This is an optimization exercise on Yosys and OpenROAD, whose aim is small area, a short achievable clock period and few clock cycles, not a production implementation. At most, simulation tests tie the RTL to the original design; equivalence was not proved.

==> run a <==
==> flow/design.v <==
package alu_pkg;
    localparam int WORD_W  = 32;
    localparam int SHAMT_W = 5;
    typedef logic [WORD_W-1:0]   word_t;
    typedef logic [2*WORD_W-1:0] dword_t;
    typedef enum logic [4:0] {
        OP_OR    = 5'd0,
        OP_AND   = 5'd1,
        OP_NOR   = 5'd2,
        OP_XOR   = 5'd3,
        OP_SLL   = 5'd4,
        OP_SRL   = 5'd5,
        OP_SRA   = 5'd6,
        OP_ADD   = 5'd7,
        OP_ADDU  = 5'd8,
        OP_SUB   = 5'd9,
        OP_SUBU  = 5'd10,
        OP_SLT   = 5'd11,
        OP_SLTU  = 5'd12,
        OP_CLZ   = 5'd13,
        OP_CLO   = 5'd14,
        OP_MUL   = 5'd15,
        OP_MULT  = 5'd16,
        OP_MULTU = 5'd17,
        OP_MFHI  = 5'd18,
        OP_MFLO  = 5'd19,
        OP_MTHI  = 5'd20,
        OP_MTLO  = 5'd21
    } alu_op_e;
    typedef enum logic [2:0] {
        RES_LOGIC     = 3'd0,
        RES_SHIFT     = 3'd1,
        RES_MOVE      = 3'd2,
        RES_ARITH     = 3'd3,
        RES_MUL       = 3'd4,
        RES_HILO_ONLY = 3'd5
    } res_class_e;
endpackage
package apb_pkg;
    localparam int APB_ADDR_W = 8;
    typedef logic [APB_ADDR_W-1:0] apb_addr_t;
    localparam apb_addr_t ADDR_OPA    = 8'h00;
    localparam apb_addr_t ADDR_OPB    = 8'h04;
    localparam apb_addr_t ADDR_CMD    = 8'h08;
    localparam apb_addr_t ADDR_RESULT = 8'h0C;
    localparam apb_addr_t ADDR_HI     = 8'h10;
    localparam apb_addr_t ADDR_LO     = 8'h14;
    localparam apb_addr_t ADDR_STATUS = 8'h18;
    localparam int STAT_BUSY    = 0;
    localparam int STAT_OVF     = 1;
    localparam int STAT_ILLEGAL = 2;
endpackage
module alu_add #(parameter int W = 32) (
    input  logic [W-1:0] a,
    input  logic [W-1:0] b,
    input  logic         ci,
    output logic [W-1:0] s,
    output logic         co,
    output logic [W-1:0] p     
);
    logic [W-1:0] g, gp, pp, g2, p2;
    always_comb begin
        p  = a ^ b;
        g  = a & b;
        g[0] = g[0] | (p[0] & ci);
        gp = g;
        pp = p;
        for (int l = 0; (1 << l) < W; l++) begin
            g2 = gp;
            p2 = pp;
            for (int i = 0; i < W; i++) begin
                if ((i >> l) & 1) begin
                    g2[i] = gp[i] | (pp[i] & gp[((i >> l) << l) - 1]);
                    p2[i] = pp[i] & pp[((i >> l) << l) - 1];
                end
            end
            gp = g2;
            pp = p2;
        end
        s  = p ^ {gp[W-2:0], ci};
        co = gp[W-1];
    end
endmodule
module alu_core (
    input  logic               clk_i,
    input  logic               rst_n_i,
    input  apb_pkg::apb_addr_t paddr_i,
    input  logic               psel_i,
    input  logic               penable_i,
    input  logic               pwrite_i,
    input  alu_pkg::word_t     pwdata_i,
    output alu_pkg::word_t     prdata_o,
    output logic               pready_o,
    output logic               pslverr_o
);
    localparam int K     = 4;           
    localparam int NSTEP = 32 / K;
    localparam int CW    = 3;           
    localparam int W     = K + 33;      
    logic [31:0] opa_q, opb_q, result_q, hi_q, lo_q;
    logic [4:0]  cmd_q;
    logic        ovf_q, ill_q;
    logic        res_v, hi_v, lo_v;
    logic        xfer_q;       
    logic        pready_q;
    logic        err_q;
    logic        wopa_q, wopb_q, wcmd_q;   
    logic        wcls_q;       
    logic [31:0] prdata_q;
    logic [3:0]  c_lut;        
    logic        c_sub, c_add, c_slt, c_sltu, c_sh, c_shl, c_sra, c_lc, c_clo;
    logic        c_mfhi, c_mflo, c_mthi, c_mtlo, c_ovfchk, c_ill, c_res;
    logic        c_mul, c_ml, c_ms;
    logic [CW-1:0] cnt_q;      
    logic          mlow_q;     
    logic          sgn_q;
    logic [K-1:0]  dig_q;      
    logic          run_q;      
    wire       setup   = psel_i & ~penable_i;
    wire [2:0] ix      = paddr_i[4:2];
    wire       inrange = (paddr_i[7:5] == 3'd0) && (paddr_i[1:0] == 2'd0);
    wire       a_rw    = inrange && (ix <= 3'd2);           
    wire       a_ro    = inrange && (ix >= 3'd3) && (ix <= 3'd6);
    wire       s_err   = ~(a_rw | a_ro) | (pwrite_i & a_ro);
    wire       s_wcls  = pwrite_i ? a_rw : (a_ro && (ix != 3'd6));
    wire [4:0] wc      = pwdata_i[4:0];
    wire complete = xfer_q & pready_q;
    wire launch   = complete & wcmd_q;
    wire [31:0] b_eff = opb_q ^ {32{c_sub}};
    wire [31:0] sum, pab;
    wire        cout;
    alu_add #(.W(32)) u_add (.a(opa_q), .b(b_eff), .ci(c_sub), .s(sum), .co(cout), .p(pab));
    wire        ovf   = (opa_q[31] == b_eff[31]) && (sum[31] != opa_q[31]);
    wire        lt    = c_sltu ? ~cout : (sum[31] ^ ovf);
    logic [31:0] lg;
    always_comb begin
        for (int i = 0; i < 32; i++) lg[i] = c_lut[{opa_q[i], opb_q[i]}];
    end
    wire [31:0] lc_in = c_clo ? ~opa_q : opa_q;
    logic [5:0] lc;
    always_comb begin
        lc = 6'd32;
        for (int i = 0; i < 32; i++) if (lc_in[i]) lc = 6'(31 - i);
    end
    logic [31:0] sh_in, sh_out;
    always_comb begin
        for (int i = 0; i < 32; i++) sh_in[i] = c_shl ? opb_q[31 - i] : opb_q[i];
    end
    wire [31:0] sh_r = 32'($signed({c_sra & sh_in[31], sh_in}) >>> opa_q[4:0]);
    always_comb begin
        for (int i = 0; i < 32; i++) sh_out[i] = c_shl ? sh_r[31 - i] : sh_r[i];
    end
    wire [31:0] res_alu = lg
                        | ({32{c_add}} & sum)
                        | {31'd0, c_slt & lt}
                        | ({32{c_sh}} & sh_out)
                        | {26'd0, {6{c_lc}} & lc}
                        | ({32{c_mfhi & hi_v}} & hi_q)
                        | ({32{c_mflo & lo_v}} & lo_q);
    wire cmd_ovf = c_ovfchk & ovf;
    wire          m_start = launch & c_mul;
    wire          m_first = ~run_q;
    wire          m_run   = ~m_first | m_start;
    wire          m_sgn   = m_first ? c_ms : sgn_q;
    wire          m_low   = m_first ? c_ml : mlow_q;
    wire          m_last  = (cnt_q == CW'(NSTEP - 1));
    wire [K-1:0]  m_d     = m_first ? (c_ml ? opb_q[31:32-K] : opb_q[K-1:0]) : dig_q;
    wire [CW-1:0] m_nidx  = m_low ? CW'(NSTEP - 2) - cnt_q : cnt_q + 1'b1;
    wire [32:0]   m_a     = {m_sgn & opa_q[31], opa_q};
    wire          m_neg   = m_last & m_sgn & ~m_low;    
    wire [W-1:0]  m_acc   = m_first ? '0 :
                            m_low   ? W'({result_q[31-K:0], {K{1'b0}}}) :
                                      {{(K+1){m_sgn & hi_q[31]}}, hi_q};
    logic [W-1:0] m_sum;
    always_comb begin
        m_sum = m_acc;
        for (int i = 0; i < K; i++) begin
            if (i == K - 1)
                m_sum = m_sum + ((((W'({{(W-33){m_a[32]}}, m_a})) ^ {W{m_neg}}) & {W{m_d[i]}}) << i)
                              + W'(m_neg & m_d[i] ? (1 << i) : 0);
            else
                m_sum = m_sum + (W'({{(W-33){m_a[32]}}, m_a} & {W{m_d[i]}}) << i);
        end
    end
    wire [31:0]   m_shift = {m_sum[K-1:0], lo_q[31:K]};
    wire [CW-1:0] cnt_d   = m_run ? (m_last ? '0 : cnt_q + 1'b1) : '0;
    wire res_we = (launch & c_res & ~cmd_ovf) | (m_run & m_low);
    wire hi_we  = (launch & c_mthi) | (m_run & ~m_low);
    wire lo_we  = (launch & c_mtlo) | (m_run & ~m_low);
    wire [31:0] res_d = m_run ? m_sum[31:0] : res_alu;
    wire [31:0] hi_d  = m_run ? m_sum[K+31:K] : opa_q;
    wire [31:0] lo_d  = m_run ? m_shift : opa_q;
    logic [31:0] rd_mux;
    always_comb begin
        case (ix)
            3'd0: rd_mux = opa_q;
            3'd1: rd_mux = opb_q;
            3'd2: rd_mux = {27'd0, cmd_q};
            3'd3: rd_mux = result_q & {32{res_v}};
            3'd4: rd_mux = hi_q & {32{hi_v}};
            3'd5: rd_mux = lo_q & {32{lo_v}};
            3'd6: rd_mux = {29'd0, ill_q, ovf_q, 1'b0};
            default: rd_mux = 32'd0;
        endcase
    end
    always_ff @(posedge clk_i) begin
        prdata_q <= rd_mux;
        if (res_we) result_q <= res_d;
        if (hi_we)  hi_q     <= hi_d;
        if (lo_we)  lo_q     <= lo_d;
        dig_q <= opb_q[m_nidx*K +: K];
        begin
            c_lut    <= (wc == 5'd0) ? 4'b1110 : (wc == 5'd1) ? 4'b1000 :
                        (wc == 5'd2) ? 4'b0001 : (wc == 5'd3) ? 4'b0110 : 4'b0000;
            c_sub    <= (wc == 5'd9) || (wc == 5'd10) || (wc == 5'd11) || (wc == 5'd12);
            c_add    <= (wc >= 5'd7) && (wc <= 5'd10);
            c_slt    <= (wc == 5'd11) || (wc == 5'd12);
            c_sltu   <= (wc == 5'd12);
            c_sh     <= (wc >= 5'd4) && (wc <= 5'd6);
            c_shl    <= (wc == 5'd4);
            c_sra    <= (wc == 5'd6);
            c_lc     <= (wc == 5'd13) || (wc == 5'd14);
            c_clo    <= (wc == 5'd14);
            c_mfhi   <= (wc == 5'd18);
            c_mflo   <= (wc == 5'd19);
            c_mthi   <= (wc == 5'd20);
            c_mtlo   <= (wc == 5'd21);
            c_ovfchk <= (wc == 5'd7) || (wc == 5'd9);
            c_ill    <= (wc >= 5'd22);
            c_res    <= (wc <= 5'd14) || (wc == 5'd18) || (wc == 5'd19);
            c_mul    <= (wc >= 5'd15) && (wc <= 5'd17);
            c_ml     <= (wc == 5'd15);
            c_ms     <= (wc == 5'd15) || (wc == 5'd16);
        end
    end
    always_ff @(posedge clk_i or negedge rst_n_i) begin
        if (!rst_n_i) begin
            opa_q    <= '0;
            opb_q    <= '0;
            cmd_q    <= '0;
            ovf_q    <= 1'b0;
            ill_q    <= 1'b0;
            res_v    <= 1'b0;
            hi_v     <= 1'b0;
            lo_v     <= 1'b0;
            xfer_q   <= 1'b0;
            pready_q <= 1'b1;
            err_q    <= 1'b0;
            wopa_q   <= 1'b0;
            wopb_q   <= 1'b0;
            wcmd_q   <= 1'b0;
            wcls_q   <= 1'b0;
            cnt_q    <= '0;
            run_q    <= 1'b0;
            mlow_q   <= 1'b0;
            sgn_q    <= 1'b0;
        end else begin
            if (setup) begin
                xfer_q <= 1'b1;
                err_q  <= s_err;
                wopa_q <= pwrite_i & inrange & (ix == 3'd0);
                wopb_q <= pwrite_i & inrange & (ix == 3'd1);
                wcmd_q <= pwrite_i & inrange & (ix == 3'd2);
                wcls_q <= s_wcls;
                if (pwrite_i & inrange & (ix == 3'd2)) cmd_q <= wc;
            end else if (complete) begin
                xfer_q <= 1'b0;
            end
            pready_q <= ~((setup ? s_wcls : (xfer_q & ~pready_q & wcls_q)) & ~m_first);
            if (complete & wopa_q) opa_q <= pwdata_i;
            if (complete & wopb_q) opb_q <= pwdata_i;
            if (res_we) res_v <= 1'b1;
            if (hi_we)  hi_v  <= 1'b1;
            if (lo_we)  lo_v  <= 1'b1;
            if (launch) begin
                ovf_q <= cmd_ovf;
                ill_q <= c_ill;
            end
            cnt_q <= cnt_d;
            run_q <= (cnt_d != '0);
            if (m_start) begin
                mlow_q <= c_ml;
                sgn_q  <= c_ms;
            end
        end
    end
    assign prdata_o  = prdata_q;
    assign pready_o  = pready_q;
    assign pslverr_o = err_q;
endmodule
==> flow/flow/run.sh <==
#!/bin/bash
# The standard layout (standard.sh), with timing repair aimed at a
# shorter achieved period, port buffers of a plain buffer cell, and the
# resizer free to pick any equivalent cell.
set -euo pipefail
bash standard.sh \
    SETUP_SLACK_MARGIN=15 \
    MATCH_CELL_FOOTPRINT=0 \
    "BUFFER_PORTS_ARGS=-buffer_cell sky130_fd_sc_hd__buf_4" \
    finish > standard_flow.log 2>&1
==> flow/standard.sh <==
#!/bin/bash
# synth_recipe.tcl (not shown) runs the flow's synth.tcl, then flattens the netlist and writes it again
# the make line also repeats each setting of config.mk as NAME=value (left out here)
make -C /OpenROAD-flow-scripts/flow DESIGN_CONFIG=/design/flow/config.mk WORK_HOME=/design/flow/orfs CLKGATE_MAP_FILE= SYNTH_SCRIPT=/design/flow/synth_recipe.tcl "${@:-finish}"
==> flow/config.mk <==
export PLATFORM = sky130hd
export DESIGN_NAME = alu_core
export DESIGN_NICKNAME = alu_core
export VERILOG_FILES = /design/flow/design.v
export SDC_FILE = /design/flow/constraint.sdc
export NUM_CORES = 4
export LEC_CHECK = 0
export CAP_MARGIN = 20
export CORE_MARGIN = 2
export CORE_UTILIZATION = 40
export PLACE_DENSITY = 0.6
export SLEW_MARGIN = 20
==> flow/constraint.sdc <==
create_clock -name core_clock -period 20.0 [get_ports {clk_i}]
set_input_delay 4.0000 -clock core_clock [delete_from_list [all_inputs] [get_ports {clk_i}]]
set_output_delay 4.0000 -clock core_clock [all_outputs]
set_load 0.01 [all_outputs]
==> inputs of run b, as changes to run a <==
--- a/flow/design.v
+++ b/flow/design.v
@@ -95,7 +95,6 @@
 );
     localparam int K     = 4;           
     localparam int NSTEP = 32 / K;
-    localparam int CW    = 3;           
     localparam int W     = K + 33;      
     logic [31:0] opa_q, opb_q, result_q, hi_q, lo_q;
     logic [4:0]  cmd_q;
@@ -111,10 +110,10 @@
     logic        c_sub, c_add, c_slt, c_sltu, c_sh, c_shl, c_sra, c_lc, c_clo;
     logic        c_mfhi, c_mflo, c_mthi, c_mtlo, c_ovfchk, c_ill, c_res;
     logic        c_mul, c_ml, c_ms;
-    logic [CW-1:0] cnt_q;      
+    logic [3:0]    cnt_q;      
     logic          mlow_q;     
     logic          sgn_q;
-    logic [K-1:0]  dig_q;      
+    logic [4:0]    dig_q;      
     logic          run_q;      
     wire       setup   = psel_i & ~penable_i;
     wire [2:0] ix      = paddr_i[4:2];
@@ -160,35 +159,51 @@
     wire cmd_ovf = c_ovfchk & ovf;
     wire          m_start = launch & c_mul;
     wire          m_first = ~run_q;
-    wire          m_run   = ~m_first | m_start;
+    wire          m_run   = run_q | m_start;
     wire          m_sgn   = m_first ? c_ms : sgn_q;
     wire          m_low   = m_first ? c_ml : mlow_q;
-    wire          m_last  = (cnt_q == CW'(NSTEP - 1));
-    wire [K-1:0]  m_d     = m_first ? (c_ml ? opb_q[31:32-K] : opb_q[K-1:0]) : dig_q;
-    wire [CW-1:0] m_nidx  = m_low ? CW'(NSTEP - 2) - cnt_q : cnt_q + 1'b1;
+    wire          m_fix   = (cnt_q == 4'd8);               
+    wire          m_last  = m_fix | ((cnt_q == 4'd7) & (m_low | m_sgn));
+    function automatic logic [4:0] m_fetch(input logic [31:0] bv, input logic [3:0] j);
+        logic [35:0] bx;
+        bx = {4'd0, bv};
+        m_fetch = {bx[j*4 +: 4], (j == 4'd0) ? 1'b0 : bx[j*4 - 1]};
+    endfunction
+    wire [4:0]    m_d     = m_first ? (c_ml ? m_fetch(opb_q, 4'd7) : m_fetch(opb_q, 4'd0)) : dig_q;
+    wire [3:0]    m_nidx  = m_low ? 4'd6 - cnt_q : cnt_q + 1'b1;
     wire [32:0]   m_a     = {m_sgn & opa_q[31], opa_q};
-    wire          m_neg   = m_last & m_sgn & ~m_low;    
-    wire [W-1:0]  m_acc   = m_first ? '0 :
-                            m_low   ? W'({result_q[31-K:0], {K{1'b0}}}) :
-                                      {{(K+1){m_sgn & hi_q[31]}}, hi_q};
-    logic [W-1:0] m_sum;
-    always_comb begin
-        m_sum = m_acc;
-        for (int i = 0; i < K; i++) begin
-            if (i == K - 1)
-                m_sum = m_sum + ((((W'({{(W-33){m_a[32]}}, m_a})) ^ {W{m_neg}}) & {W{m_d[i]}}) << i)
-                              + W'(m_neg & m_d[i] ? (1 << i) : 0);
-            else
-                m_sum = m_sum + (W'({{(W-33){m_a[32]}}, m_a} & {W{m_d[i]}}) << i);
-        end
-    end
-    wire [31:0]   m_shift = {m_sum[K-1:0], lo_q[31:K]};
-    wire [CW-1:0] cnt_d   = m_run ? (m_last ? '0 : cnt_q + 1'b1) : '0;
+    logic [33:0]  m_pp0, m_pp1;
+    logic         m_n0, m_n1;
+    always_comb begin
+        logic one0, two0, one1, two1;
+        one0 = m_d[1] ^ m_d[0];
+        two0 = (m_d[2] & ~m_d[1] & ~m_d[0]) | (~m_d[2] & m_d[1] & m_d[0]);
+        m_n0 = m_d[2];
+        one1 = m_d[3] ^ m_d[2];
+        two1 = (m_d[4] & ~m_d[3] & ~m_d[2]) | (~m_d[4] & m_d[3] & m_d[2]);
+        m_n1 = m_d[4];
+        m_pp0 = (({34{one0}} & {m_a[32], m_a}) | ({34{two0}} & {m_a, 1'b0})) ^ {34{m_n0}};
+        m_pp1 = (({34{one1}} & {m_a[32], m_a}) | ({34{two1}} & {m_a, 1'b0})) ^ {34{m_n1}};
+    end
+    localparam int MW = 38;
+    wire [MW-1:0] m_acc   = m_first ? '0 :
+                            m_low   ? MW'({result_q[27:0], 4'd0}) :
+                                      {{(MW-32){hi_q[31]}}, hi_q};
+    wire [MW-1:0] m_r0    = {{(MW-34){m_pp0[33]}}, m_pp0};
+    wire [MW-1:0] m_r1    = {{(MW-36){m_pp1[33]}}, m_pp1, m_n1, m_n0};
+    wire [MW-1:0] m_cx    = m_acc ^ m_r0 ^ m_r1;
+    wire [MW-1:0] m_cy    = (m_acc & m_r0) | (m_acc & m_r1) | (m_r0 & m_r1);
+    wire [MW-1:0] m_sum;
+    wire          m_co;
+    wire [MW-1:0] m_px;
+    alu_add #(.W(MW)) u_madd (.a(m_cx), .b({m_cy[MW-2:0], m_n1}), .ci(m_n1), .s(m_sum), .co(m_co), .p(m_px));
+    wire [31:0]   m_shift = {m_sum[3:0], lo_q[31:4]};
+    wire [3:0]    cnt_d   = m_run ? (m_last ? 4'd0 : cnt_q + 1'b1) : 4'd0;
     wire res_we = (launch & c_res & ~cmd_ovf) | (m_run & m_low);
     wire hi_we  = (launch & c_mthi) | (m_run & ~m_low);
-    wire lo_we  = (launch & c_mtlo) | (m_run & ~m_low);
+    wire lo_we  = (launch & c_mtlo) | (m_run & ~m_low & ~m_fix);
     wire [31:0] res_d = m_run ? m_sum[31:0] : res_alu;
-    wire [31:0] hi_d  = m_run ? m_sum[K+31:K] : opa_q;
+    wire [31:0] hi_d  = m_run ? (m_fix ? m_sum[31:0] : m_sum[35:4]) : opa_q;
     wire [31:0] lo_d  = m_run ? m_shift : opa_q;
     logic [31:0] rd_mux;
     always_comb begin
@@ -208,7 +223,7 @@
         if (res_we) result_q <= res_d;
         if (hi_we)  hi_q     <= hi_d;
         if (lo_we)  lo_q     <= lo_d;
-        dig_q <= opb_q[m_nidx*K +: K];
+        dig_q <= m_fetch(opb_q, m_nidx);
         begin
             c_lut    <= (wc == 5'd0) ? 4'b1110 : (wc == 5'd1) ? 4'b1000 :
                         (wc == 5'd2) ? 4'b0001 : (wc == 5'd3) ? 4'b0110 : 4'b0000;
==> impl_metrics.tcl <==
set metrics [dict create \
    rows 86 \
    avgSynthCellArea_sq_um 9.135 \
    worst_ep_arrival_time_ps 5760 \
    cts_resized 126 \
    crit_required_ps 20270 \
    nets 2709 \
    taps 748 \
    final_area_sq_mm 0.02620 \
    pg_comb_w 0.000734 \
    slew-limit-headroom_pct 23.13 \
    cp_cell_sequence "buf_6 -> mux2_4 -> nand3_4 -> buf_12 -> xnor2_4 -> nor2_2 -> fa_1 -> inv_2 -> fa_2 -> inv_2 -> ha_4 -> ha_4 -> fa_2 -> a211oi_4 -> o21ai_4 -> a2111oi_4 -> nor4_4 -> buf_6 -> or2_1 -> a21bo_1 -> a21oi_2 -> xor2_1 -> a21oi_1" \
    ff2ff_path_depth 23 \
    wl_met3_microns 9014 \
    tightest_slew_ps 1153 \
    buffer_area_share_pct 6.635 \
    setup_slack_ps 14500 \
    status "complete, no violations" \
]
That was run a.
==> impl_metrics.tcl <==
set metrics [dict create \
    nets 2732 \
    avgSynthCellArea_sq_um 8.477 \
    rows 85 \
    crit_required_ps 20340 \
    multi_input_cells 2023 \
    taps 696 \
    ff2ff_path_depth 25 \
    worst_ep_arrival_time_ps 5610 \
    setup_slack_ps 14730 \
    seq_area_share_pct 24.24 \
    cts_resized 170 \
    crit_path_end_kind "flip-flop" \
    pg_comb_w 0.000675 \
    finalSetupViolations 0 \
    status "complete, no violations" \
    buffer_area_share_pct 8.955 \
    slew-limit-headroom_pct 28.02 \
    tightest_slew_ps 1072 \
]
That was run b.
Testbench counts of run a, summed over its fixed seeds: cycles 155,960.
The RTL of run b was laid out without a check of its function.

static timing again, ports no longer ideal:
Ports are ideal in the flow. The routed layouts listed here were re-timed in OpenROAD.
Step 1 (the two cells are an assumption about what drives the block):
set clk [get_ports {clk_i}]
set_driving_cell -lib_cell sky130_fd_sc_hd__clkbuf_16 $clk
set_driving_cell -lib_cell sky130_fd_sc_hd__buf_2 [delete_from_list [all_inputs] $clk]
Step 2 times the ports against the registers' clock, not the clock port: input delays grow and output delays shrink by t, the midpoint of the rising clock arrivals with the driver on.
Slacks: ideal / step 1 / step 2; pairs: ideal / step 1.
run | t, ns | setup WS [ns] | latest minus earliest clock arrival (ns)
run a | 0.600 | 14.505 / 14.505 / 14.369 | 0.016 / 0.016
run b | 0.641 | 14.732 / 14.696 / 14.407 | 0.024 / 0.024
After both steps setup and hold are still met in every run listed. The setup slack of run b, which loses most, moves by -0.036 ns with the drivers and by -0.325 ns with both steps.
